From an optimization exercise on the open Yosys and OpenROAD flow, aimed at small area, a short achievable clock period and few clock cycles per item; shortcuts taken in it are not production practice. The RTL was checked by simulation tests, not by an equivalence proof against the original design. Power figures rest on the tool's default switching activity, not on a simulated workload.

## flow/design.v (module list and top-level ports; edited modules follow where they fit)
// module mac_ctrl: 76 lines
// module mac_lane: 1549 lines
// module mac_lanes: 28 lines
// module hidden_ram: 27 lines
// module hidden_mac_top: 54 lines
module hidden_mac_top (
	input  wire                 clk,
	input  wire                 reset,
	input  wire                 i_start,
	input  wire                 i_empty,      
	input  wire                 i_read_done,  
	input  logic [31:0]         i_din,
	input  logic [127:0]        i_weights,
	input  logic [3:0]          i_rd_addr,
	output logic                o_ready,
	output logic                o_next_in,    
	output logic                o_all_done,
	output logic [2:0]          o_state,
	output logic [127:0]        o_rd_data
);
  // ...
==> flow/run.sh <==
#!/bin/bash
# synth_recipe.tcl (not shown) runs the flow's synth.tcl, then flattens the netlist and writes it again
# the make line also repeats each setting of config.mk as NAME=value (left out here)
make -C /OpenROAD-flow-scripts/flow DESIGN_CONFIG=/design/flow/config.mk WORK_HOME=/design/flow/orfs CLKGATE_MAP_FILE= SYNTH_SCRIPT=/design/flow/synth_recipe.tcl finish
==> flow/config.mk <==
export PLATFORM = sky130hd
export DESIGN_NAME = hidden_mac_top
export DESIGN_NICKNAME = hidden_mac_top
export VERILOG_FILES = /design/flow/design.v
export SDC_FILE = /design/flow/constraint.sdc
export NUM_CORES = 4
export LEC_CHECK = 0
export CAP_MARGIN = 20
export CORE_MARGIN = 2
export CORE_UTILIZATION = 30
export PLACE_DENSITY = 0.38
export SLEW_MARGIN = 20
==> flow/constraint.sdc <==
create_clock -name core_clock -period 9.0 [get_ports {clk}]
set_input_delay 1.8000 -clock core_clock [delete_from_list [all_inputs] [get_ports {clk}]]
set_output_delay 1.8000 -clock core_clock [all_outputs]
set_load 0.01 [all_outputs]
==> reports/metrics.yaml, run 1 <==
run_status: "finished clean"
p_seq_w: 0.0177
synth_cell_types: 94
port_buffers: 302
cts.path.max_buffers: 4
yosysSeqAreaShare_pct: 25.7
cts.repair.resized: 0
buf_share_pct: 5.90
cts_setup_buffers: 0
synth_top_cell_by_area: "dfxtp_1"
holdWs_ps: 224
multi_input_area_share_pct: 58.4
min_to: "u_ram.ring[921]"
power_leader: "combinational logic"
ant_nets: 0
crit_slowest_cell: "fa_1"
n_antenna_cell: 197
fin_skew_ps: 164
critPathLaunch: "u_ctrl.din_q[25]"
maxCapViolCount: 0
postLayoutCellArea_sq_um: 194000
cp-end-kind: "flop"
criticalPathCategory: "reg2reg"
utilization_pct: 33.8
critPathLaunchType: "flop"
swShare_pct: 42.4
Testbench counts, summed over its fixed seeds: cycles 2,837, samples 2,741.
==> module mac_ctrl, before the edit <==
module mac_ctrl (
	input  wire                 clk,
	input  wire                 reset,
	input  wire                 i_start,
	input  wire                 i_empty,
	input  wire                 i_read_done,
	input  logic [31:0]         i_din,
	input  logic [127:0]        i_weights,
	output logic [31:0]         smp_din,      
	output logic [127:0]        smp_weights,
	output logic [3:0]          nx,           
	output logic                clr,          
	output logic                o_ready,
	output logic                o_next_in,
	output logic                o_all_done,
	output logic [2:0]          o_state
);
	localparam logic [1:0] IDLE = 2'd0, RUN = 2'd1, DRAIN = 2'd2, DONE = 2'd3;
	logic [1:0]  state_q;
	logic [3:0]  cnt_q;       
	logic [3:0]  nx_q;
	logic [3:0]  clr_cnt_q;
	logic        clr_q;
	logic        next_q;
	logic        ready;
	logic        accept;
	logic [31:0] din_q;
	logic [127:0] w_q;
	assign ready  = (state_q == RUN) && (nx_q == cnt_q);
	assign accept = ready && !i_empty;
	always_ff @(posedge clk) begin
		if (reset) begin
			state_q   <= IDLE;
			cnt_q     <= '0;
			nx_q      <= '0;
			clr_cnt_q <= '0;
			clr_q     <= 1'b1;
			next_q    <= 1'b0;
		end else begin
			nx_q   <= nx_q + 4'd1;
			next_q <= accept && (cnt_q == 4'd15);
			if (accept) cnt_q <= cnt_q + 4'd1;
			if (clr_q) begin
				clr_cnt_q <= clr_cnt_q + 4'd1;
				if (clr_cnt_q == 4'd15) clr_q <= 1'b0;
			end
			case (state_q)
				IDLE: if (i_start) begin
					state_q <= RUN;
					cnt_q   <= '0;
					nx_q    <= '0;
				end
				RUN: begin
					if (accept && i_read_done) state_q <= DRAIN;
					else if (!accept && i_read_done && i_empty) state_q <= clr_q ? DRAIN : DONE;
				end
				DRAIN: if (!clr_q) state_q <= DONE;  
				default: state_q <= DONE;
			endcase
		end
	end
	always_ff @(posedge clk) begin
		din_q <= accept ? i_din : '0;
		w_q   <= i_weights;
	end
	assign smp_din     = din_q;
	assign smp_weights = w_q;
	assign nx          = nx_q;
	assign clr         = clr_q;
	assign o_ready    = ready;
	assign o_next_in  = next_q;
	assign o_all_done = (state_q == DONE);
	assign o_state    = (state_q == IDLE) ? mac_pkg::ST_IDLE :
	                    (state_q == DONE) ? mac_pkg::ST_DONE :
	                    ready             ? mac_pkg::ST_READY : mac_pkg::ST_BUSY;
endmodule
==> module mac_lanes, before the edit <==
module mac_lanes (
	input  logic [31:0]  d,     
	input  logic [127:0] w,     
	input  logic [127:0] acc,   
	output logic [127:0] sum    
);
	logic [15:0] one, two, neg;
	logic [32:0] dx;
	assign dx = {d, 1'b0};
	genvar i, l;
	generate
		for (i = 0; i < 16; i = i + 1) begin : g_enc
			assign one[i] = dx[2*i+1] ^ dx[2*i];
			assign two[i] = (dx[2*i+2] & ~dx[2*i+1] & ~dx[2*i]) | (~dx[2*i+2] & dx[2*i+1] & dx[2*i]);
			assign neg[i] = dx[2*i+2];
		end
		for (l = 0; l < 4; l = l + 1) begin : g_lane
			mac_lane u_lane (
				.one (one),
				.two (two),
				.neg (neg),
				.w   (w[l*32 +: 32]),
				.acc (acc[l*32 +: 32]),
				.sum (sum[l*32 +: 32])
			);
		end
	endgenerate
endmodule
==> module hidden_ram, before the edit <==
module hidden_ram (
	input  wire            clk,
	input  logic [3:0]     nx,         
	input  wire            clr,        
	output logic [127:0]   head,       
	input  logic [127:0]   tail,       
	input  logic [3:0]     i_rd_addr,
	output logic [127:0]   o_rd_data
);
	localparam int RW = mac_pkg::ROW_W;
	localparam int D  = mac_pkg::DEPTH;
	logic [D*RW-1:0] ring;  
	always_ff @(posedge clk) begin
		ring[0 +: RW]        <= clr ? '0 : ring[RW +: RW];
		ring[RW +: (D-2)*RW] <= ring[2*RW +: (D-2)*RW];
		ring[(D-1)*RW +: RW] <= tail;
	end
	assign head = ring[0 +: RW];
	logic [D-1:0] sel;
	always_comb begin
		o_rd_data = '0;
		for (int s = 0; s < D; s++) begin
			sel[s] = (i_rd_addr == 4'(nx + 4'(s) - 4'd1));
			o_rd_data = o_rd_data | ({RW{sel[s]}} & ring[s*RW +: RW]);
		end
	end
endmodule
==> module hidden_mac_top, before the edit <==
module hidden_mac_top (
	input  wire                 clk,
	input  wire                 reset,
	input  wire                 i_start,
	input  wire                 i_empty,      
	input  wire                 i_read_done,  
	input  logic [31:0]         i_din,
	input  logic [127:0]        i_weights,
	input  logic [3:0]          i_rd_addr,
	output logic                o_ready,
	output logic                o_next_in,    
	output logic                o_all_done,
	output logic [2:0]          o_state,
	output logic [127:0]        o_rd_data
);
	logic [31:0]  smp_din;
	logic [127:0] smp_weights;
	logic [3:0]   nx;
	logic         clr;
	logic [127:0] head;
	logic [127:0] tail;
	mac_ctrl u_ctrl (
		.clk         (clk),
		.reset       (reset),
		.i_start     (i_start),
		.i_empty     (i_empty),
		.i_read_done (i_read_done),
		.i_din       (i_din),
		.i_weights   (i_weights),
		.smp_din     (smp_din),
		.smp_weights (smp_weights),
		.nx          (nx),
		.clr         (clr),
		.o_ready     (o_ready),
		.o_next_in   (o_next_in),
		.o_all_done  (o_all_done),
		.o_state     (o_state)
	);
	mac_lanes u_lanes (
		.d   (smp_din),
		.w   (smp_weights),
		.acc (head),
		.sum (tail)
	);
	hidden_ram u_ram (
		.clk       (clk),
		.nx        (nx),
		.clr       (clr),
		.head      (head),
		.tail      (tail),
		.i_rd_addr (i_rd_addr),
		.o_rd_data (o_rd_data)
	);
endmodule
==> run 2: changes to the inputs <==
--- a/flow/design.v
+++ b/flow/design.v
@@ -22,7 +22,12 @@
 	input  wire                 i_read_done,
 	input  logic [31:0]         i_din,
 	input  logic [127:0]        i_weights,
-	output logic [31:0]         smp_din,      
+	output logic [15:0]         smp_one,      
+	output logic [15:0]         smp_two,      
+	output logic [15:0]         smp_neg,
+	output logic [15:0]         smp_one_n,    
+	output logic [15:0]         smp_two_n,    
+	output logic [15:0]         smp_neg_n,
 	output logic [127:0]        smp_weights,
 	output logic [3:0]          nx,           
 	output logic                clr,          
@@ -40,7 +45,10 @@
 	logic        next_q;
 	logic        ready;
 	logic        accept;
-	logic [31:0] din_q;
+	logic [15:0] one_q, two_q, neg_q;
+	logic [15:0] one_nq, two_nq, neg_nq;
+	logic [15:0] one_d, two_d, neg_d;
+	logic [32:0] dx;
 	logic [127:0] w_q;
 	assign ready  = (state_q == RUN) && (nx_q == cnt_q);
 	assign accept = ready && !i_empty;
@@ -75,11 +83,29 @@
 			endcase
 		end
 	end
+	assign dx = {i_din, 1'b0};
+	always_comb begin
+		for (int i = 0; i < 16; i++) begin
+			one_d[i] = accept && (dx[2*i+1] ^ dx[2*i]);
+			two_d[i] = accept && ((dx[2*i+2] && !dx[2*i+1] && !dx[2*i]) || (!dx[2*i+2] && dx[2*i+1] && dx[2*i]));
+			neg_d[i] = accept && dx[2*i+2];
+		end
+	end
 	always_ff @(posedge clk) begin
-		din_q <= accept ? i_din : '0;
+		one_q <= one_d;
+		two_q <= two_d;
+		neg_q <= neg_d;
+		one_nq <= ~one_d;
+		two_nq <= ~two_d;
+		neg_nq <= ~neg_d;
 		w_q   <= i_weights;
 	end
-	assign smp_din     = din_q;
+	assign smp_one     = one_q;
+	assign smp_two     = two_q;
+	assign smp_neg     = neg_q;
+	assign smp_one_n   = one_nq;
+	assign smp_two_n   = two_nq;
+	assign smp_neg_n   = neg_nq;
 	assign smp_weights = w_q;
 	assign nx          = nx_q;
 	assign clr         = clr_q;
@@ -1643,26 +1669,23 @@
 	assign sum = vs[47:16];
 endmodule
 module mac_lanes (
-	input  logic [31:0]  d,     
+	input  logic [15:0]  one,   
+	input  logic [15:0]  two,   
+	input  logic [15:0]  neg,   
+	input  logic [15:0]  one_n,   
+	input  logic [15:0]  two_n,
+	input  logic [15:0]  neg_n,
 	input  logic [127:0] w,     
 	input  logic [127:0] acc,   
 	output logic [127:0] sum    
 );
-	logic [15:0] one, two, neg;
-	logic [32:0] dx;
-	assign dx = {d, 1'b0};
-	genvar i, l;
+	genvar l;
 	generate
-		for (i = 0; i < 16; i = i + 1) begin : g_enc
-			assign one[i] = dx[2*i+1] ^ dx[2*i];
-			assign two[i] = (dx[2*i+2] & ~dx[2*i+1] & ~dx[2*i]) | (~dx[2*i+2] & dx[2*i+1] & dx[2*i]);
-			assign neg[i] = dx[2*i+2];
-		end
 		for (l = 0; l < 4; l = l + 1) begin : g_lane
 			mac_lane u_lane (
-				.one (one),
-				.two (two),
-				.neg (neg),
+				.one (l < 2 ? one : ~one_n),
+				.two (l < 2 ? two : ~two_n),
+				.neg (l < 2 ? neg : ~neg_n),
 				.w   (w[l*32 +: 32]),
 				.acc (acc[l*32 +: 32]),
 				.sum (sum[l*32 +: 32])
@@ -1691,12 +1714,33 @@
 		ring[(D-1)*RW +: RW] <= tail;
 	end
 	assign head = ring[0 +: RW];
-	logic [D-1:0] sel;
+	logic [3:0] base;
+	logic [1:0] tlo [4];   
+	logic [1:0] thi0 [4];  
+	logic [1:0] thi1 [4];  
+	logic [3:0] wrap;      
+	logic [3:0] lo_sel, hi_sel;
+	logic       carry;
+	logic [RW-1:0] grp [4];
+	assign base = 4'd1 - nx;
 	always_comb begin
+		for (int k = 0; k < 4; k++) begin
+			tlo[k]  = 2'(k) - base[1:0];
+			thi0[k] = 2'(k) - base[3:2];
+			thi1[k] = 2'(k) - base[3:2] - 2'd1;
+			wrap[k] = (3'(k) + 3'(base[1:0])) > 3'd3;
+		end
+		carry = wrap[i_rd_addr[1:0]];
+		for (int k = 0; k < 4; k++) begin
+			lo_sel[k] = (i_rd_addr[1:0] == tlo[k]);
+			hi_sel[k] = carry ? (i_rd_addr[3:2] == thi1[k]) : (i_rd_addr[3:2] == thi0[k]);
+		end
 		o_rd_data = '0;
-		for (int s = 0; s < D; s++) begin
-			sel[s] = (i_rd_addr == 4'(nx + 4'(s) - 4'd1));
-			o_rd_data = o_rd_data | ({RW{sel[s]}} & ring[s*RW +: RW]);
+		for (int g = 0; g < 4; g++) begin
+			grp[g] = '0;
+			for (int k = 0; k < 4; k++)
+				grp[g] = grp[g] | ({RW{lo_sel[k]}} & ring[(4*g+k)*RW +: RW]);
+			o_rd_data = o_rd_data | ({RW{hi_sel[g]}} & grp[g]);
 		end
 	end
 endmodule
@@ -1718,7 +1762,8 @@
 	output logic [2:0]          o_state,
 	output logic [127:0]        o_rd_data
 );
-	logic [31:0]  smp_din;
+	logic [15:0]  smp_one, smp_two, smp_neg;
+	logic [15:0]  smp_one_n, smp_two_n, smp_neg_n;
 	logic [127:0] smp_weights;
 	logic [3:0]   nx;
 	logic         clr;
@@ -1732,7 +1777,12 @@
 		.i_read_done (i_read_done),
 		.i_din       (i_din),
 		.i_weights   (i_weights),
-		.smp_din     (smp_din),
+		.smp_one     (smp_one),
+		.smp_two     (smp_two),
+		.smp_neg     (smp_neg),
+		.smp_one_n   (smp_one_n),
+		.smp_two_n   (smp_two_n),
+		.smp_neg_n   (smp_neg_n),
 		.smp_weights (smp_weights),
 		.nx          (nx),
 		.clr         (clr),
@@ -1742,7 +1792,12 @@
 		.o_state     (o_state)
 	);
 	mac_lanes u_lanes (
-		.d   (smp_din),
+		.one (smp_one),
+		.two (smp_two),
+		.neg (smp_neg),
+		.one_n (smp_one_n),
+		.two_n (smp_two_n),
+		.neg_n (smp_neg_n),
 		.w   (smp_weights),
 		.acc (head),
 		.sum (tail)
==> flow/flow/run.sh (new file) <==
#!/bin/bash
# The standard layout (the standard.sh: ORFS from synthesis to the final
# layout) with these changes:
#  - synthesis uses flow/synth_noabc.tcl (see there);
#  - every port still gets a buffer, but a sky130_fd_sc_hd__buf_4 instead of
#    the delay cell that buffer_ports picks by itself;
#  - timing repair may replace a cell by one of another footprint.
# make's output goes to flow_make.log; ORFS writes each step's own log under
# orfs/logs/.
set -euo pipefail
here=$(pwd)
bash standard.sh \
  "SYNTH_SCRIPT=$here/flow/synth_noabc.tcl" \
  MATCH_CELL_FOOTPRINT=0 \
  "BUFFER_PORTS_ARGS=-buffer_cell sky130_fd_sc_hd__buf_4" \
  finish > flow_make.log 2>&1
==> flow/flow/synth_noabc.tcl (new file) <==
# The standard synthesis script (synth_recipe.tcl) with one change: Yosys's
# synth runs without its early "abc -fast" pass, so the full adders written in
# the RTL reach extract_fa as written and map to whole sky130 fa/ha cells
# without inverters between them. Everything else, including the final ABC
# mapping, the -nofsm -noshare flags, flattening and renaming, is unchanged.
proc synth {args} { yosys synth -nofsm -noshare -noabc {*}$args }
source $::env(SCRIPTS_DIR)/synth.tcl
# left out here: clear keep_hierarchy, flatten, clean up, hide names made inside functions, write 1_2_yosys.v
==> flow/standard.sh (new file) <==
#!/bin/bash
# synth_recipe.tcl (not shown) runs the flow's synth.tcl, then flattens the netlist and writes it again
# the make line also repeats each setting of config.mk as NAME=value (left out here)
make -C /OpenROAD-flow-scripts/flow DESIGN_CONFIG=/design/flow/config.mk WORK_HOME=/design/flow/orfs CLKGATE_MAP_FILE= SYNTH_SCRIPT=/design/flow/synth_recipe.tcl "${@:-finish}"
--- a/flow/config.mk
+++ b/flow/config.mk
@@ -7,6 +7,8 @@
 export LEC_CHECK = 0
 export CAP_MARGIN = 20
 export CORE_MARGIN = 2
-export CORE_UTILIZATION = 30
-export PLACE_DENSITY = 0.38
+export CORE_UTILIZATION = 50
+export CTS_CLUSTER_SIZE = 24
+export PLACE_DENSITY = 0.6
+export SETUP_SLACK_MARGIN = 2.5
 export SLEW_MARGIN = 20
removed: flow/run.sh
==> run 2 against run 1 <==
Worst setup slack better by 1600 ps; wire length shrank 46%; critical path type unchanged; clock skew decreased by 110 ps; still clean on timing, DRC and antenna.
==> reports/metrics.yaml, run 2 <==
numClockSinks: 2288
crit_path_max_incr_delay_ps: 520
holdBufCountCts: 0
hold_depth: 0
r2r_start: "u_ctrl.w_q[114]"
min_to: "u_ram.ring[774]"
yosys-top-cells-area: "dfxtp_1 34%, fa_1 24%, xnor2_1 12%"
r2r_cells: 21
largest_register_ffs: 2048
synthTopCellsByCount: "2288 x dfxtp_1, 1925 x xnor2_1, 1904 x a22oi_1"
grt_pass1_vias: 107000
fin_crit_ps: 6540
fp.coreArea_sq_um: 271000
core.rowCount: 191
gp_congestion: 0.993
yosysMostFrequentCell: "dfxtp_1"
yosys_warnings: 6
total_power_w: 0.0504
synth_edf_count: 0
start_util_pct: 50.3
vias: 108000
io_pins: 303
port_buffers: 302  # unchanged
fin_nets: 14700
mostFrequentLayoutCells: "2137 x dfxtp_1, 1912 x xnor2_1, 1902 x a22oi_1"
grt_overflow: 0
r2r_slack_ps: 2460
numCtsBuffers: 227
dpl.hpwl_um: 355000
antenna_found_initial: 42
max_freq_mhz: 153
fin_skew_ps: 59.0  # -105 ps
die_area_sq_um: 276000
cp.arrival_ps: 7320
synthCells: 12600
root_buffer: "clkbuf_16"
wl_um: 551000
hold_start: "u_ram.ring[902]"
power_density_nw_per_um2: 327
rsz0062_at_grt: "yes"
critPathLaunchType: "flop"
r2r-end: "u_ram.ring[2047]"
synth_top_cell_by_area: "dfxtp_1"
die_y_um: 526
path_max_fanout: 6
tightest_slew_ps: 1350
drtPass1Iterations: 9
hold_viol_final: 0
total_leakage_power_nw: 64.0
largest-register: "u_ram.ring"
clkLatencyLatePin_ps: 920
cp-end-kind: "flop"
wl_per_cell_um: 33.6
finalCritPeriodShare_pct: 72.7
criticalPathCategory: "reg2reg"
synthFlopType: "dfxtp_1"
synth.net_count: 14800
drive_gt1_share_pct: 12.9
setup_ws_ps: 2460
yosysSeqAreaShare_pct: 33.6  # +7.9 points
syn_area_sq_um: 136000
syn2layout_area_growth_pct: 13.3
worstPathRequired_ps: 9780
maxCapViolCount: 0  # unchanged
drcViolationCount: 0
crit_top_cell: "fa_1"
largestRegisters: "u_ram.ring (2048), u_ctrl.w_q (128)"
drt_iter0_drc: 15600
maxSlewViolCount: 0
synth-seq-cells: 2288
cts.htree.levels: 4
grt_max_degree: 117
ir_drop_uv: 350
viasPerCell: 6.60
worstPathCellList: "clkinvlp_4 > buf_4 > buf_4 > o22ai_1 > xnor2_1 > fa_1 > fa_1 > fa_1 > fa_1 > fa_1 > fa_1 > ha_2 > a21o_1 > a21o_1 > a21o_1 > nand3b_1 > o211a_1 > o211a_1 > o21a_1 > nor2_1 > xnor2_1"
globalRouteTotalUtil_pct: 37.4
cts_tree: "built"
clk_pin_slew_ps: 60
preCtsSetupSlack_ps: 1690
hp-class: "reg2reg"
tns_ps: 0
synth_top_area_share_pct: 33.6
relSlewSlack_pct: 9.41
crit_slowest_cell: "fa_1"
run_status: "finished clean"
die_w_um: 526
async_reset_ff_share_pct: 0
grt_pass1_wl_um: 761000
final_common_cell: "dfxtp_1"
synth_cell_types: 71  # -24%
finalSetupViolCount: 0
ant_nets: 0  # unchanged
avgSynthCellArea_sq_um: 10.8
cts.path.max_buffers: 4  # unchanged
[run 2: final cells by class]
| cell class | instances | area (sq um) |
|---|---|---|
| Timing Repair inverter | 10 | 70.1 |
| Fill cell | 22700 | 116000 |
| Clock inverter | 91 | 1030 |
| Antenna cell | 13 | 32.5 |
| Sequential cell | 2288 | 46300 |
| Tap cell | 3570 | 4470 |
| Inverter | 370 | 1530 |
| Timing Repair Buffer | 995 | 9670 |
| Multi-Input combinational cell | 8721 | 84700 |
| Clock buffer | 312 | 6550 |
[run 2: metal layers]
metal | GRT usage, % | vias to the layer above | wire length (um) | part of all wire, %
met2 | 50.6 | 8162 | 215000 | 39
li1 | - | 43900 | - | -
met4 | 14.5 | 38 | 28700 | 5.2
met3 | 16.0 | 1628 | 85100 | 15
met1 | 52.1 | 54400 | 221000 | 40
met5 | 0.329 | - | 400 | 0.073
[run 2: power breakdown]
group	internal (W)	total, W	switching [W]
registers	0.0151	0.0179	0.00286
clock network	0.00552	0.00968	0.00416
logic	0.00913	0.0228	0.0137
total	0.0297	0.0504	0.0207
[run 2: worst max path at each step]
stage	endpoint	start
global placement	u_ram.ring[2008]	u_ctrl.one_nq[0]
global route	u_ram.ring[2047]	u_ctrl.w_q[114]
finish	u_ram.ring[2047]	u_ctrl.w_q[114]
CTS	u_ram.ring[2008]	u_ctrl.w_q[85]
floorplan	u_ram.ring[1951]	u_ctrl.neg_q[9]
detailed placement	u_ram.ring[2008]	u_ctrl.one_nq[0]
[run 2: worst max-delay path: cells and delay by family (launching register included)]
family                   cells  cell delay (ps)
XOR/XNOR                     2              220
AO/OA/AOI/OAI                7             1530
AND/OR/NAND/NOR              2              340
flip-flops                   1              390
buffers and inverters        3              630
adder cells (fa/ha/maj)      7             3300
[run 2: what timing repair did]
action                                  in CTS  in global routing
gates resized for setup                    140                207
buffers inserted                            95                223
pin swaps                                    3                 25
endpoints found under the setup margin     179                 67
gates cloned                                10                  8
[run 2: logic make-up (layout without fill, tap and decap cells)]
family,after synthesis,after routing,share of synthesized area (%)
flops,2288,2288,33.6
other cells,0,13,0
fa+ha+maj,1957,1957,26.9
simple gates,984,985,3.34
buf+inv,1631,1778,4.50
mux,5,5,0.0377
compound gates,3718,3721,18.4
xor+xnor,2053,2053,13.2
[run 2: metrics by stage]
stage,instances,hold WS (ps),instance area (sq um),util (%)
6_report,16400,319,154000,57.0
5_1_grt,16400,308,154000,57.0
4_1_cts,16100,295,151000,55.8
3_5_place_dp,15600,335,142000,52.3
3_3_place_gp,15600,332,142000,52.3
2_1_floorplan,12600,331,136000,-
Testbench counts of run 2, summed over its fixed seeds: cycles 2,837, samples 2,741.

[port drivers added, routing unchanged]
In the flow no input, the clock included, has a driving cell. The finished layouts below were timed again as built, in two steps.
Step 1 sets driving cells, clkbuf_16 on the clock port and buf_2 on the other inputs (assumed; they add their load-dependent delay and slew).
Step 2 times the ports against the registers' clock, not the clock port: input delays grow and output delays shrink by t, the midpoint of the rising clock arrivals with the driver on.
Slacks: ideal / step 1 / step 2; pairs: ideal / step 1.
run | shift t [ns] | setup WS [ns] | cell pins on the clock port's net
run 1 | 1.119 | 0.905 / 0.905 / 0.905 | 1
run 2 | 0.990 | 2.459 / 2.438 / 2.438 | 1
After both steps every run listed still meets setup and hold. The setup slack of run 2, which loses most, moves by -0.021 ns with the drivers and by -0.021 ns with both steps.
